This is an optimization exercise on Yosys and OpenROAD, whose aim is small area, a short achievable clock period and few clock cycles per item, not a production implementation. In this exercise RTL edits were held to simulation tests only and were not proved equivalent to the original. No activity file was given, so power comes from the tool's default toggle rates.

==> job 8156: inputs <==
==> flow/design.v <==
package skt_pkg;
  localparam int unsigned CAPACITY_DEF     = 64;
  localparam int unsigned PAYLOAD_BITS_DEF = 16;
  localparam int unsigned KEY_BITS         = 32;
  localparam int unsigned PAY_PORT_BITS    = 16;
  localparam int unsigned COUNT_PORT_BITS  = 7;
  localparam logic [1:0] OP_INSERT = 2'd0;
  localparam logic [1:0] OP_LOOKUP = 2'd1;
  localparam logic [1:0] OP_REMOVE = 2'd2;
  typedef enum logic [1:0] {
    ST_OK        = 2'd0,
    ST_NOT_FOUND = 2'd1,
    ST_FULL      = 2'd2
  } status_e;
  typedef struct packed {
    logic [1:0]                 op;
    logic signed [KEY_BITS-1:0] key;
    logic [PAY_PORT_BITS-1:0]   payload;
  } skt_cmd_t;
  typedef struct packed {
    logic [1:0]                 status;
    logic                       found;
    logic [PAY_PORT_BITS-1:0]   found_payload;
    logic [COUNT_PORT_BITS-1:0] entry_count;
  } skt_res_t;
endpackage
module skt_ctrl
(
  output logic busy
);
  assign busy = 1'b0;
endmodule
module skt_datapath
#(
  parameter int unsigned CAPACITY     = skt_pkg::CAPACITY_DEF,
  parameter int unsigned PAYLOAD_BITS = skt_pkg::PAYLOAD_BITS_DEF
) (
  input  logic              clk_i,
  input  logic              rst_ni,
  input  logic              cmd_vld_i,
  input  skt_pkg::skt_cmd_t cmd_i,
  output logic              result_valid_o,
  output skt_pkg::skt_res_t result_o
);
  localparam int unsigned N  = CAPACITY;
  localparam int unsigned KB = skt_pkg::KEY_BITS;
  localparam int unsigned PB = skt_pkg::PAY_PORT_BITS;
  localparam int unsigned CW = $clog2(CAPACITY + 1);
  localparam int unsigned RW = $clog2(CAPACITY);
  function automatic logic [1:0] cmp(logic [KB-1:0] a, logic [KB-1:0] bn);
    logic [KB-1:0] l, e, x, yn;
    x  = {!a[KB-1], a[KB-2:0]};
    yn = {!bn[KB-1], bn[KB-2:0]};
    l  = ~(x | yn);
    e  = ~(x & yn);
    for (int w = KB / 2; w >= 1; w = w / 2) begin
      for (int j = 0; j < w; j++) begin
        l[j] = l[2*j+1] | (e[2*j+1] & l[2*j]);
        e[j] = l[2*j+1] | (e[2*j+1] & e[2*j]);
      end
    end
    cmp = {l[0], e[0] && !l[0]};
  endfunction
  logic [KB-1:0] key_q [N];
  logic [PB-1:0] pay_q [N];
  logic [RW-1:0] rank_q [N];
  logic [N-1:0]  vld_q;
  logic [CW-1:0] count_q;
  logic          vld_a, ins_a, lkp_a, rem_a;
  logic [KB-1:0] keyn_a;
  logic [PB-1:0] pay_a;
  always_ff @(posedge clk_i or negedge rst_ni) begin
    if (!rst_ni) begin
      vld_a <= 1'b0;
      ins_a <= 1'b0;
      lkp_a <= 1'b0;
      rem_a <= 1'b0;
    end else begin
      vld_a <= cmd_vld_i;
      ins_a <= cmd_vld_i && (cmd_i.op == skt_pkg::OP_INSERT);
      lkp_a <= cmd_vld_i && (cmd_i.op == skt_pkg::OP_LOOKUP);
      rem_a <= cmd_vld_i && (cmd_i.op == skt_pkg::OP_REMOVE);
    end
  end
  always_ff @(posedge clk_i) begin
    keyn_a <= ~cmd_i.key;
    pay_a  <= cmd_i.payload;
  end
  logic          vld_b, ins_b, lkp_b, rem_b;
  logic [KB-1:0] keyn_b;
  logic [PB-1:0] pay_b;
  logic [N-1:0]  lt_b, eq_b;
  logic [N-1:0]  wr;                  
  logic [1:0]    cw;                  
  logic [N-1:0]  lt_a, eq_a;
  assign cw = cmp(~keyn_b, keyn_a);
  for (genvar s = 0; s < N; s++) begin : g_cmp
    logic [1:0] c;
    assign c       = cmp(key_q[s], keyn_a);
    assign lt_a[s] = wr[s] ? cw[1] : c[1];
    assign eq_a[s] = wr[s] ? cw[0] : c[0];
  end
  always_ff @(posedge clk_i or negedge rst_ni) begin
    if (!rst_ni) begin
      vld_b <= 1'b0;
      ins_b <= 1'b0;
      lkp_b <= 1'b0;
      rem_b <= 1'b0;
    end else begin
      vld_b <= vld_a;
      ins_b <= ins_a;
      lkp_b <= lkp_a;
      rem_b <= rem_a;
    end
  end
  always_ff @(posedge clk_i) begin
    keyn_b <= keyn_a;
    pay_b  <= pay_a;
    lt_b   <= lt_a;
    eq_b   <= eq_a;
  end
  logic [N-1:0] lt, eq, head, r0, free, alloc;
  assign lt = lt_b & vld_q;
  assign eq = eq_b & vld_q;
  for (genvar s = 0; s < N; s++) begin : g_head
    assign r0[s]   = (rank_q[s] == '0);
    assign head[s] = eq[s] && r0[s];
  end
  assign free = ~vld_q;
  always_comb begin
    logic [N-1:0] seen;
    seen = free;
    for (int d = 1; d < N; d = d * 2) begin
      seen = seen | (seen << d);
    end
    alloc = free & ~(seen << 1);
  end
  logic found, anylt, tie, full, ins_ok, rem_ok;
  assign found  = |eq;
  assign anylt  = |lt;
  assign tie    = found && !anylt;    
  assign full   = count_q[CW-1];
  assign ins_ok = ins_b && !full;
  assign rem_ok = rem_b && found;
  for (genvar s = 0; s < N; s++) begin : g_slot
    logic          inc, dec;
    logic [RW-1:0] ones, zeros, flip;
    assign wr[s] = ins_ok && alloc[s];
    assign inc   = ins_ok && eq[s] && !(tie && r0[s]);
    assign dec   = rem_b && eq[s] && !r0[s];
    always_comb begin
      ones[0]  = 1'b1;
      zeros[0] = 1'b1;
      for (int b = 1; b < RW; b++) begin
        ones[b]  = ones[b-1] && rank_q[s][b-1];
        zeros[b] = zeros[b-1] && !rank_q[s][b-1];
      end
      flip = ({RW{inc}} & ones) | ({RW{dec}} & zeros);
    end
    always_ff @(posedge clk_i) begin
      if (wr[s]) begin
        key_q[s] <= ~keyn_b;
        pay_q[s] <= pay_b;
      end
    end
    always_ff @(posedge clk_i) begin
      rank_q[s] <= wr[s] ? {{(RW-1){1'b0}}, tie} : rank_q[s] ^ flip;
    end
    always_ff @(posedge clk_i or negedge rst_ni) begin
      if (!rst_ni) begin
        vld_q[s] <= 1'b0;
      end else if (wr[s]) begin
        vld_q[s] <= 1'b1;
      end else if (rem_b && head[s]) begin
        vld_q[s] <= 1'b0;
      end
    end
  end
  always_ff @(posedge clk_i or negedge rst_ni) begin
    if (!rst_ni) begin
      count_q <= '0;
    end else if (ins_ok) begin
      count_q <= count_q + CW'(1);
    end else if (rem_ok) begin
      count_q <= count_q - CW'(1);
    end
  end
  logic [PB-1:0] fpay;
  always_comb begin
    fpay = '0;
    for (int s = 0; s < N; s++) begin
      fpay = fpay | (pay_q[s] & {PB{head[s]}});
    end
  end
  skt_pkg::skt_res_t res_d;
  always_comb begin
    res_d.status        = skt_pkg::ST_OK;
    res_d.found         = 1'b0;
    res_d.found_payload = '0;
    if (ins_b && full) begin
      res_d.status = skt_pkg::ST_FULL;
    end
    if (lkp_b || rem_b) begin
      res_d.status        = found ? skt_pkg::ST_OK : skt_pkg::ST_NOT_FOUND;
      res_d.found         = found;
      res_d.found_payload = fpay;
    end
    res_d.entry_count = ins_ok ? count_q + CW'(1) : rem_ok ? count_q - CW'(1) : count_q;
  end
  always_ff @(posedge clk_i or negedge rst_ni) begin
    if (!rst_ni) begin
      result_valid_o <= 1'b0;
    end else begin
      result_valid_o <= vld_b;
    end
  end
  always_ff @(posedge clk_i) begin
    result_o <= res_d;
  end
endmodule
module sorted_key_table_top
#(
  parameter int unsigned CAPACITY     = skt_pkg::CAPACITY_DEF,
  parameter int unsigned PAYLOAD_BITS = skt_pkg::PAYLOAD_BITS_DEF
) (
  input  logic     clk_i,
  input  logic     rst_ni,
  input  logic     start,
  output logic     busy,
  input  skt_pkg::skt_cmd_t cmd_i,
  output logic     result_valid_o,
  output skt_pkg::skt_res_t result_o
);
  skt_ctrl u_ctrl (
    .busy (busy)
  );
  skt_datapath #(
    .CAPACITY     (CAPACITY),
    .PAYLOAD_BITS (PAYLOAD_BITS)
  ) u_datapath (
    .clk_i          (clk_i),
    .rst_ni         (rst_ni),
    .cmd_vld_i      (start),
    .cmd_i          (cmd_i),
    .result_valid_o (result_valid_o),
    .result_o       (result_o)
  );
endmodule
==> flow/flow/run.sh <==
#!/bin/bash
# Standard ORFS layout, with: the timing repair asked for more setup margin
# and allowed to resize across cell footprints; clock-tree sink clusters of
# at most 20 sinks within 80 um and no dummy loads.
set -euo pipefail
sed -e 's/SETUP_SLACK_MARGIN=[-0-9.]*/SETUP_SLACK_MARGIN=6.3 MATCH_CELL_FOOTPRINT=0 CTS_ARGS="-sink_clustering_enable -repair_clock_nets -sink_clustering_size 20 -sink_clustering_max_diameter 80 -dont_use_dummy_load"/' standard.sh > my_standard.sh
bash my_standard.sh > flow.log 2>&1
==> flow/standard.sh <==
#!/bin/bash
# synth_recipe.tcl (not shown) runs the flow's synth.tcl, then flattens the netlist and writes it again
# the make line also repeats each setting of config.mk as NAME=value (left out here)
make -C /OpenROAD-flow-scripts/flow DESIGN_CONFIG=/design/flow/config.mk WORK_HOME=/design/flow/orfs CLKGATE_MAP_FILE= SYNTH_SCRIPT=/design/flow/synth_recipe.tcl "${@:-finish}"
==> flow/config.mk <==
export PLATFORM = sky130hd
export DESIGN_NAME = sorted_key_table_top
export DESIGN_NICKNAME = sorted_key_table_top
export VERILOG_FILES = /design/flow/design.v
export SDC_FILE = /design/flow/constraint.sdc
export NUM_CORES = 4
export LEC_CHECK = 0
export ABC_CLOCK_PERIOD_IN_PS = 2500
export CAP_MARGIN = 20
export CORE_MARGIN = 2
export CORE_UTILIZATION = 65
export PLACE_DENSITY = 0.75
export SETUP_SLACK_MARGIN = 5
export SLEW_MARGIN = 20
==> flow/constraint.sdc <==
create_clock -name core_clock -period 10.0 [get_ports {clk_i}]
set_input_delay 2.0000 -clock core_clock [delete_from_list [all_inputs] [get_ports {clk_i}]]
set_output_delay 2.0000 -clock core_clock [all_outputs]
set_load 0.01 [all_outputs]
==> job 1093: changes against job 8156 <==
--- a/flow/design.v
+++ b/flow/design.v
@@ -147,5 +147,5 @@
     logic [RW-1:0] ones, zeros, flip;
     assign wr[s] = ins_ok && alloc[s];
-    assign inc   = ins_ok && eq[s] && !(tie && r0[s]);
+    assign inc   = ins_ok && eq[s] && (anylt || !r0[s]);
     assign dec   = rem_b && eq[s] && !r0[s];
     always_comb begin
==> flow/flow/run.sh (replaced) <==
#!/bin/bash
# Standard ORFS layout, with the timing repair asked for more setup margin,
# and clock-tree sink clusters of at most 20 sinks within 80 um and no dummy
# loads.
set -euo pipefail
sed -e 's/SETUP_SLACK_MARGIN=[-0-9.]*/SETUP_SLACK_MARGIN=6.3 CTS_ARGS="-sink_clustering_enable -repair_clock_nets -sink_clustering_size 20 -sink_clustering_max_diameter 80 -dont_use_dummy_load"/' standard.sh > my_standard.sh
bash my_standard.sh > flow.log 2>&1
--- a/flow/config.mk
+++ b/flow/config.mk
@@ -7,8 +7,8 @@
 export LEC_CHECK = 0
 export ABC_CLOCK_PERIOD_IN_PS = 2500
-export CAP_MARGIN = 20
+export CAP_MARGIN = 30
 export CORE_MARGIN = 2
 export CORE_UTILIZATION = 65
 export PLACE_DENSITY = 0.75
 export SETUP_SLACK_MARGIN = 5
-export SLEW_MARGIN = 20
+export SLEW_MARGIN = 30
==> job 449: changes against job 8156 <==
--- a/flow/design.v
+++ b/flow/design.v
@@ -147,5 +147,5 @@
     logic [RW-1:0] ones, zeros, flip;
     assign wr[s] = ins_ok && alloc[s];
-    assign inc   = ins_ok && eq[s] && !(tie && r0[s]);
+    assign inc   = ins_ok && eq[s] && (anylt || !r0[s]);
     assign dec   = rem_b && eq[s] && !r0[s];
     always_comb begin
==> flow/flow/run.sh (replaced) <==
#!/bin/bash
# Standard ORFS layout, with the timing repair asked for more setup margin,
# and clock-tree sink clusters of at most 20 sinks within 80 um and no dummy
# loads.
set -euo pipefail
sed -e 's/SETUP_SLACK_MARGIN=[-0-9.]*/SETUP_SLACK_MARGIN=6.3 CTS_ARGS="-sink_clustering_enable -repair_clock_nets -sink_clustering_size 20 -sink_clustering_max_diameter 80 -dont_use_dummy_load"/' standard.sh > my_standard.sh
bash my_standard.sh > flow.log 2>&1
--- a/flow/config.mk
+++ b/flow/config.mk
@@ -7,8 +7,8 @@
 export LEC_CHECK = 0
 export ABC_CLOCK_PERIOD_IN_PS = 2500
-export CAP_MARGIN = 20
+export CAP_MARGIN = 25
 export CORE_MARGIN = 2
-export CORE_UTILIZATION = 65
-export PLACE_DENSITY = 0.75
+export CORE_UTILIZATION = 60
+export PLACE_DENSITY = 0.7
 export SETUP_SLACK_MARGIN = 5
-export SLEW_MARGIN = 20
+export SLEW_MARGIN = 25
==> summary.txt <==
- Non-clock buffer share: 0.0278
- Slowest CP cell: a221o_2
- Tap Cells: 3552
- Die W: 522 um
- Outcome: complete, no violations
- Met3 WL: 129 mm
- Placed cell area: 180000 um^2
- Signal buffers: 492
- Vias per std cell: 7.70
- Die Y-Extent: 522 um
- Routed WL: 684 mm
- Clk power: 8.89 mW
- Post-route insts no fill: 18492
That was job 1093.
==> summary.txt <==
- Outcome: complete, no violations
- Die Y-Extent: 522 um
- Seq pwr: 17.4 mW
- Die ar.: 272000 um^2
- Clk power: 8.91 mW
- Routed WL: 692 mm
- Met3 WL: 129 mm
- Crit-path cells: clkinv_2 -> a221oi_1 -> a2bb2oi_1 -> a21oi_2 -> o2111a_1 -> o21a_4 -> a21oi_2
- Non-clock buffer share: 0.0324
- Tap Cells: 3552
- Synth Area in Simple Gates: 0.0971
- Slowest CP cell: a21oi_2
- Vias per std cell: 7.76
- Placed cell area: 180000 um^2
- Die W: 522 um
- Post-route insts no fill: 18666
That was job 8156.
==> summary.txt <==
- Die W: 543 um
- Signal buffers: 511
- Slowest CP cell: a211oi_1
- Vias per std cell: 7.52
- Post-route insts no fill: 18729
- Outcome: complete, no violations
- Die Y-Extent: 543 um
- Met3 WL: 125 mm
- Placed cell area: 180000 um^2
That was job 449.
Testbench counts of job 8156, summed over its fixed seeds: cycles 9,624, ops 9,600.
Testbench counts of job 1093, summed over its fixed seeds: cycles 9,624, ops 9,600.
Testbench counts of job 449, summed over its fixed seeds: cycles 9,624, ops 9,600.

[static timing again, ports no longer ideal]
How much do the figures lean on ideal ports? The routed layouts below were timed once more, with nothing changed but the port constraints. Step 1 sets driving cells, clkbuf_16 on the clock port and buf_2 on the other inputs (assumed; they add their load-dependent delay and slew). Step 2, shift: input delay + t, output delay - t, t = (earliest + latest rising clock arrival at the registers) / 2. This alone moves slack from input paths to output paths. Three values: ideal ports, drivers, drivers and shift; two values: the first two.
| run | t, ns | slack for setup (ns) | slew at the worst register clock pin (ns) |
|---|---|---|---|
| job 8156 | 1.039 | 6.103 / 6.103 / 6.103 | 0.09 / 0.09 |
| job 1093 | 1.058 | 6.195 / 6.195 / 6.195 | 0.10 / 0.10 |
| job 449 | 1.041 | 6.149 / 6.149 / 6.149 | 0.09 / 0.09 |
After both steps every run listed still meets setup and hold.
